This design comes from an exercise in tuning for a short achievable clock period and few clock cycles on the open sky130 flow, not from production work.
No driver is modelled on the clock port, so clocking that relies on it looks cheaper here than on a real chip.
Power figures rest on the tool's default switching activity, not on a simulated workload.

Setup of trial 7:
// mipsCore
module mipsCore
(
    input  logic        clk,
    input  logic        rst,
    output logic [31:0] pcF,
    input  logic [31:0] instr,
    output logic        memWrite,
    output logic [31:0] dataAddr,
    output logic [31:0] writeData,
    input  logic [31:0] readData
);
clock: 10.0 ns
lec_check: 0
abc_clock_period_in_ps: 2500
cap_margin: 60
core_margin: 2
core_utilization: 50
setup_slack_margin: 5
slew_margin: 60
synth_hierarchical: 1
synth_minimum_keep_size: 0
standard.sh (not shown) runs the stock make flow with config.mk's settings and CLKGATE_MAP_FILE= SYNTH_SCRIPT=/design/flow/synth_recipe.tcl, a recipe that flattens the netlist after the stock synthesis.
==> flow/flow/run.sh <==
#!/bin/bash
set -euo pipefail
F=$PWD/flow
K=(MATCH_CELL_FOOTPRINT=0 "BUFFER_PORTS_ARGS=-buffer_cell sky130_fd_sc_hd__buf_4" FASTROUTE_TCL=$F/fastroute.tcl)
bash standard.sh SETUP_SLACK_MARGIN=5 POST_CTS_TCL=$F/ramp_cts.tcl "${K[@]}" cts > standard_cts.log 2>&1
bash standard.sh SETUP_SLACK_MARGIN=6.5 "${K[@]}" finish > standard_finish.log 2>&1
==> flow/flow/fastroute.tcl <==
set_global_routing_layer_adjustment met1 0.6
set_global_routing_layer_adjustment met2 0.3
set_global_routing_layer_adjustment met3-$::env(MAX_ROUTING_LAYER) 0.2

set_routing_layers -clock $::env(MIN_CLK_ROUTING_LAYER)-$::env(MAX_ROUTING_LAYER)
set_routing_layers -signal $::env(MIN_ROUTING_LAYER)-$::env(MAX_ROUTING_LAYER)
==> flow/flow/ramp_cts.tcl <==
# Timing repair in steps: each step repairs every endpoint below its margin,
# so a path that cannot be improved further stops only the last steps.
set_propagated_clock [all_clocks]
estimate_parasitics -placement
foreach m {5.8 6.0 6.2 6.3 6.4 6.5 6.6 6.7 6.8} {
  repair_timing -setup -setup_margin $m -repair_tns 100 -max_passes 50
  puts "ramp_cts margin $m: worst slack [worst_slack -max]"
}
detailed_placement
check_placement -verbose
estimate_parasitics -placement
puts "ramp_cts done: worst slack [worst_slack -max]"
For trial 18, these inputs were changed with respect to trial 7:
-- flow/flow/ramp_cts.tcl --
<<< trial 7, line 3
set_propagated_clock [all_clocks]
estimate_parasitics -placement
foreach m {5.8 6.0 6.2 6.3 6.4 6.5 6.6 6.7 6.8} {
  repair_timing -setup -setup_margin $m -repair_tns 100 -max_passes 50
  puts "ramp_cts margin $m: worst slack [worst_slack -max]"
>>> trial 18, line 3
set_propagated_clock [all_clocks]
estimate_parasitics -placement
foreach m {5.8 6.0 6.2 6.3 6.4 6.45 6.5 6.55 6.6 6.65 6.7 6.8} {
  repair_timing -setup -setup_margin $m -repair_tns 100 -max_passes 50
  puts "ramp_cts margin $m: worst slack [worst_slack -max]"
Diff trial 18..trial 7 | non-clock inverter count in the final layout | negligible. In summary, trial 18 completed successfully, with a layout that passed the timing, design-rule and antenna checks. Summary of trial 18 over trial 7: proportion of power drawn by flip-flops and latches went down 0.3 points, total internal power went up about 0.43%, met1 layer wirelength in the final routing went down about 0.75%, setup slack went up 0.023 ns. The cell area reported for trial 18 is greater than that of trial 7 by 450 um2.
No functional check of the RTL was part of any run of this note.

---

mipsCore, a different RTL version from the one above (not shown whole).
Size: about 6400 cells after synthesis, roughly 160 I/O pins, about 0.072 mm² of cells after synthesis.
clock: 10.0 ns
lec_check: 0
abc_clock_period_in_ps: 2500
cap_margin: 60
core_margin: 2
core_utilization: 50
setup_slack_margin: 5
slew_margin: 60
synth_hierarchical: 1
synth_minimum_keep_size: 0
==> flow/flow/ramp_cts.tcl <==
# Timing repair in steps: each step repairs every endpoint below its margin,
# so a path that cannot be improved further stops only the last steps.
set_propagated_clock [all_clocks]
estimate_parasitics -placement
foreach m {5.8 6.0 6.2 6.3 6.4 6.5 6.6 6.7 6.8} {
  repair_timing -setup -setup_margin $m -repair_tns 100 -max_passes 50
  puts "ramp_cts margin $m: worst slack [worst_slack -max]"
}
detailed_placement
check_placement -verbose
estimate_parasitics -placement
puts "ramp_cts done: worst slack [worst_slack -max]"
Scripts as last shown in full above: flow/flow/run.sh, flow/flow/fastroute.tcl
Then changed:
CAP_MARGIN = 40   (was 60)
CORE_UTILIZATION = 60   (was 50)
SLEW_MARGIN = 50   (was 60)
Die area decreases by about a fifth.
Clock-buffer cell count decreases by 1.
Utilization increases by 11 points.
Power decreases by a few percent.
Non-clock buffer count decreases by 28.
Routed wire length decreases slightly.
Via count increases by a few percent.
Critical path depth increases by 3.
First-iteration DRC count increases by a quarter to a third.
Final area decreases by a few percent.
Area after synthesis stays the same.
Then changed:
CORE_UTILIZATION = 50   (was 60)
Outcome:
- global-route usage goes down by 11 points
- register-to-register slack gets worse by 0.03 ns
- synthesized cell count does not change
- final cell count goes up by 3.6%
- setup slack gets worse by 0.029 ns
- synthesized area stays the same
- routed wire length goes up by 1.8%
No functional check of the RTL was part of any run of this note.

---

run A:
mipsCore, a different RTL version from the one above (not shown whole).
Size: about 5300 cells after synthesis, ~160 I/O pins, ~66000 um^2 of cells after synthesis.
## mipsCore
module mipsCore
(
    input  logic        clk,
    input  logic        rst,
    output logic [31:0] pcF,
    input  logic [31:0] instr,
    output logic        memWrite,
    output logic [31:0] dataAddr,
    output logic [31:0] writeData,
    input  logic [31:0] readData
);
==> flow/config.mk <==
export PLATFORM = sky130hd
export DESIGN_NAME = mipsCore
export DESIGN_NICKNAME = mipsCore
export VERILOG_FILES = /design/flow/design.v
export SDC_FILE = /design/flow/constraint.sdc
export NUM_CORES = 8
export LEC_CHECK = 0
export ABC_CLOCK_PERIOD_IN_PS = 2500
export CAP_MARGIN = 20
export CORE_MARGIN = 2
export CORE_UTILIZATION = 40
export SETUP_SLACK_MARGIN = 5
export SLEW_MARGIN = 20
export SYNTH_HIERARCHICAL = 1
export SYNTH_MINIMUM_KEEP_SIZE = 0
==> flow/constraint.sdc <==
create_clock -name core_clock -period 10.0 [get_ports {clk}]
set_input_delay 2.0000 -clock core_clock [delete_from_list [all_inputs] [get_ports {clk}]]
set_output_delay 2.0000 -clock core_clock [all_outputs]
set_load 0.01 [all_outputs]
==> flow/flow/run.sh <==
#!/bin/bash
set -euo pipefail
bash standard.sh SETUP_SLACK_MARGIN=6.8 finish > standard.log 2>&1
Input changes introduced in run B (baseline for comparison: run A):
==> flow/run.sh (new file) <==
#!/bin/bash
# synth_recipe.tcl (not shown) runs the flow's synth.tcl, then flattens the netlist and writes it again
# the make line also repeats each setting of config.mk as NAME=value (left out here)
make -C /OpenROAD-flow-scripts/flow DESIGN_CONFIG=/design/flow/config.mk WORK_HOME=/design/flow/orfs CLKGATE_MAP_FILE= SYNTH_SCRIPT=/design/flow/synth_recipe.tcl finish
removed: flow/flow/run.sh
removed: flow/standard.sh
Findings:
Between run A and run B, share of power burned in registers increased.
Portion of the clock cycle consumed by the worst path in the final layout: run B higher than run A
Taking run A as the reference, in run B achievable frequency saw a decrease, buffers plus inverters on the worst setup path now sits higher.
As far as number of core rows is concerned, run A and run B perform about the same.
In the reports for run B and run A, the larger antenna diode count belongs to run A.
Run B finished every stage and its layout cleared the timing, design-rule and antenna checks.
The final wirelength of run B is lower than that of run A.
Compared with run A, run B shows a routed length on met1 that is about 8% lower.
No functional check of the RTL was part of any run of this note.

---

## juniper
Another version of the RTL of mipsCore (not shown whole).
Size: about 5600 cells after synthesis, roughly 160 I/O pins.
// mipsCore
module mipsCore
(
    input  logic        clk,
    input  logic        rst,
    output logic [31:0] pcF,
    input  logic [31:0] instr,
    output logic        memWrite,
    output logic [31:0] dataAddr,
    output logic [31:0] writeData,
    input  logic [31:0] readData
);
Settings: LEC_CHECK=0, ABC_CLOCK_PERIOD_IN_PS=2500, CAP_MARGIN=60, CORE_MARGIN=2, CORE_UTILIZATION=55, SETUP_SLACK_MARGIN=5, SLEW_MARGIN=60, SYNTH_HIERARCHICAL=1, SYNTH_MINIMUM_KEEP_SIZE=0; clock period 10.0 ns.
==> flow/flow/run.sh <==
#!/bin/bash
set -euo pipefail
F=$PWD/flow
K=(MATCH_CELL_FOOTPRINT=0 "BUFFER_PORTS_ARGS=-buffer_cell sky130_fd_sc_hd__buf_4" FASTROUTE_TCL=$F/fastroute.tcl)
bash standard.sh SETUP_SLACK_MARGIN=5 POST_CTS_TCL=$F/ramp_cts.tcl "${K[@]}" cts > standard_cts.log 2>&1
bash standard.sh SETUP_SLACK_MARGIN=6.5 "${K[@]}" finish > standard_finish.log 2>&1
Scripts as last shown in full above: flow/flow/fastroute.tcl, flow/flow/ramp_cts.tcl
The following lists how violet was set up differently from juniper:
Settings: swapping 55 for 50 in CORE_UTILIZATION.
-- flow/flow/ramp_cts.tcl --
<<< juniper, line 3
set_propagated_clock [all_clocks]
estimate_parasitics -placement
foreach m {5.8 6.0 6.2 6.3 6.4 6.5 6.6 6.7 6.8} {
  repair_timing -setup -setup_margin $m -repair_tns 100 -max_passes 50
  puts "ramp_cts margin $m: worst slack [worst_slack -max]"
>>> violet, line 3
set_propagated_clock [all_clocks]
estimate_parasitics -placement
foreach m {5.8 6.0 6.2 6.3 6.4 6.45 6.5 6.55 6.6 6.65 6.7 6.8} {
  repair_timing -setup -setup_margin $m -repair_tns 100 -max_passes 50
  puts "ramp_cts margin $m: worst slack [worst_slack -max]"
### Flow results
Run comparison: violet slowest stage cell on the critical path sky130_fd_sc_hd__a32oi_4; juniper slowest stage cell on the critical path sky130_fd_sc_hd__or4_4. Layout filler cell count for violet: 17% up relative to juniper. Compared with juniper, violet shows initial DRC count lower by 6.0%. Minimum clock period after layout: violet vs juniper — no meaningful difference. Number of nets in the finished design, violet and juniper: higher on violet.
### violet -> willow
==> flow/flow/ramp_cts.tcl <==
# Timing repair in steps: each step repairs every endpoint below its margin,
# so a path that cannot be improved further stops only the last steps.
set_propagated_clock [all_clocks]
estimate_parasitics -placement
foreach m {5.8 6.0 6.2 6.3 6.4 6.5 6.6 6.7 6.8} {
  repair_timing -setup -setup_margin $m -repair_tns 100 -max_passes 50
  puts "ramp_cts margin $m: worst slack [worst_slack -max]"
}
detailed_placement
check_placement -verbose
estimate_parasitics -placement
puts "ramp_cts done: worst slack [worst_slack -max]"
## What came out
willow: done, clean on timing, DRC and antenna
Via count ended up about 0.33% lower on willow than on violet.
Of willow and violet, it is willow that has the higher slew of the pin with the lowest slew margin.
Core utilization: willow lower than violet
Compared with violet, willow shows standby leakage power lower by 0.60%.
violet vs willow, worst setup path endpoint: pcF[19]$_DFF_PP0_ vs pcF[24]$_DFF_PP0_
Final area: willow better than violet
Any difference in net switching power between willow and violet is small enough to ignore.
Internal power across violet and willow: no real change.
Global-route wire length before repair: willow < violet
On maximum vdd ir drop, violet and willow are neck and neck.
The minimum hold slack of willow and that of violet are within noise of each other.
Setup changes, willow to garnet
Settings: CORE_UTILIZATION changed from 50 to 45.
Findings:
On worst hold slack, garnet and willow are basically level. garnet ended with less core utilization than willow. On garnet: count of clock-net buffers in the final layout is 5 lower than what willow gave. Side by side, met3 layer wire length in the routed design turned out lower in garnet than in willow. instr[29] as the worst setup path startpoint was reported by willow, and opBE[1]$_DFF_P_ by garnet. Re synthesized cell count: no difference whatsoever between willow and garnet. Comparing garnet and willow, count of non-filler cells in the finished layout is lower on willow.
No run of this note included a check of the RTL's function; only the layout flow was run.

==> port drivers added, routing unchanged <==
The flow's constraints put no driver on any port. The routed layouts listed below were extracted and timed again, unchanged, in two steps.
Step 1 (the two cells are an assumption about what drives the block):
set clk [get_ports {clk}]
set_driving_cell -lib_cell sky130_fd_sc_hd__clkbuf_16 $clk
set_driving_cell -lib_cell sky130_fd_sc_hd__buf_2 [delete_from_list [all_inputs] $clk]
Step 2 adds t to the input delays and takes it off the output delays; t is the mean of the earliest and latest rising clock arrival at the registers after step 1. Input paths then give back, and output paths get back, about the clock's delay inside the block.
a / b / c = ideal / step 1 / step 2; a / b = the first two.
| run | shift t [ns] | slack for setup (ns) | cell pins on the clock port's net |
|---|---|---|---|
| trial 7 | 0.857 | 6.445 / 6.445 / 5.745 | 1 |
| trial 18 | 0.854 | 6.468 / 6.468 / 5.784 | 1 |
| the first run of note 2 | 0.914 | 6.518 / 6.510 / 5.659 | 1 |
| the second run of note 2 | 0.887 | 6.423 / 6.423 / 5.730 | 1 |
| the third run of note 2 | 0.903 | 6.395 / 6.395 / 5.743 | 1 |
| run A | 0.891 | 6.303 / 6.359 / 5.467 | 1 |
| run B | 0.894 | 4.831 / 4.831 / 4.471 | 1 |
| juniper | 0.855 | 6.513 / 6.511 / 5.701 | 1 |
| violet | 0.875 | 6.512 / 6.533 / 5.667 | 1 |
| willow | 0.875 | 6.563 / 6.533 / 5.722 | 1 |
| garnet | 0.871 | 6.446 / 6.446 / 5.725 | 1 |
After both steps every run listed still meets setup and hold. The setup slack of the first run of note 2, which loses most, moves by -0.008 ns with the drivers and by -0.859 ns with both steps.
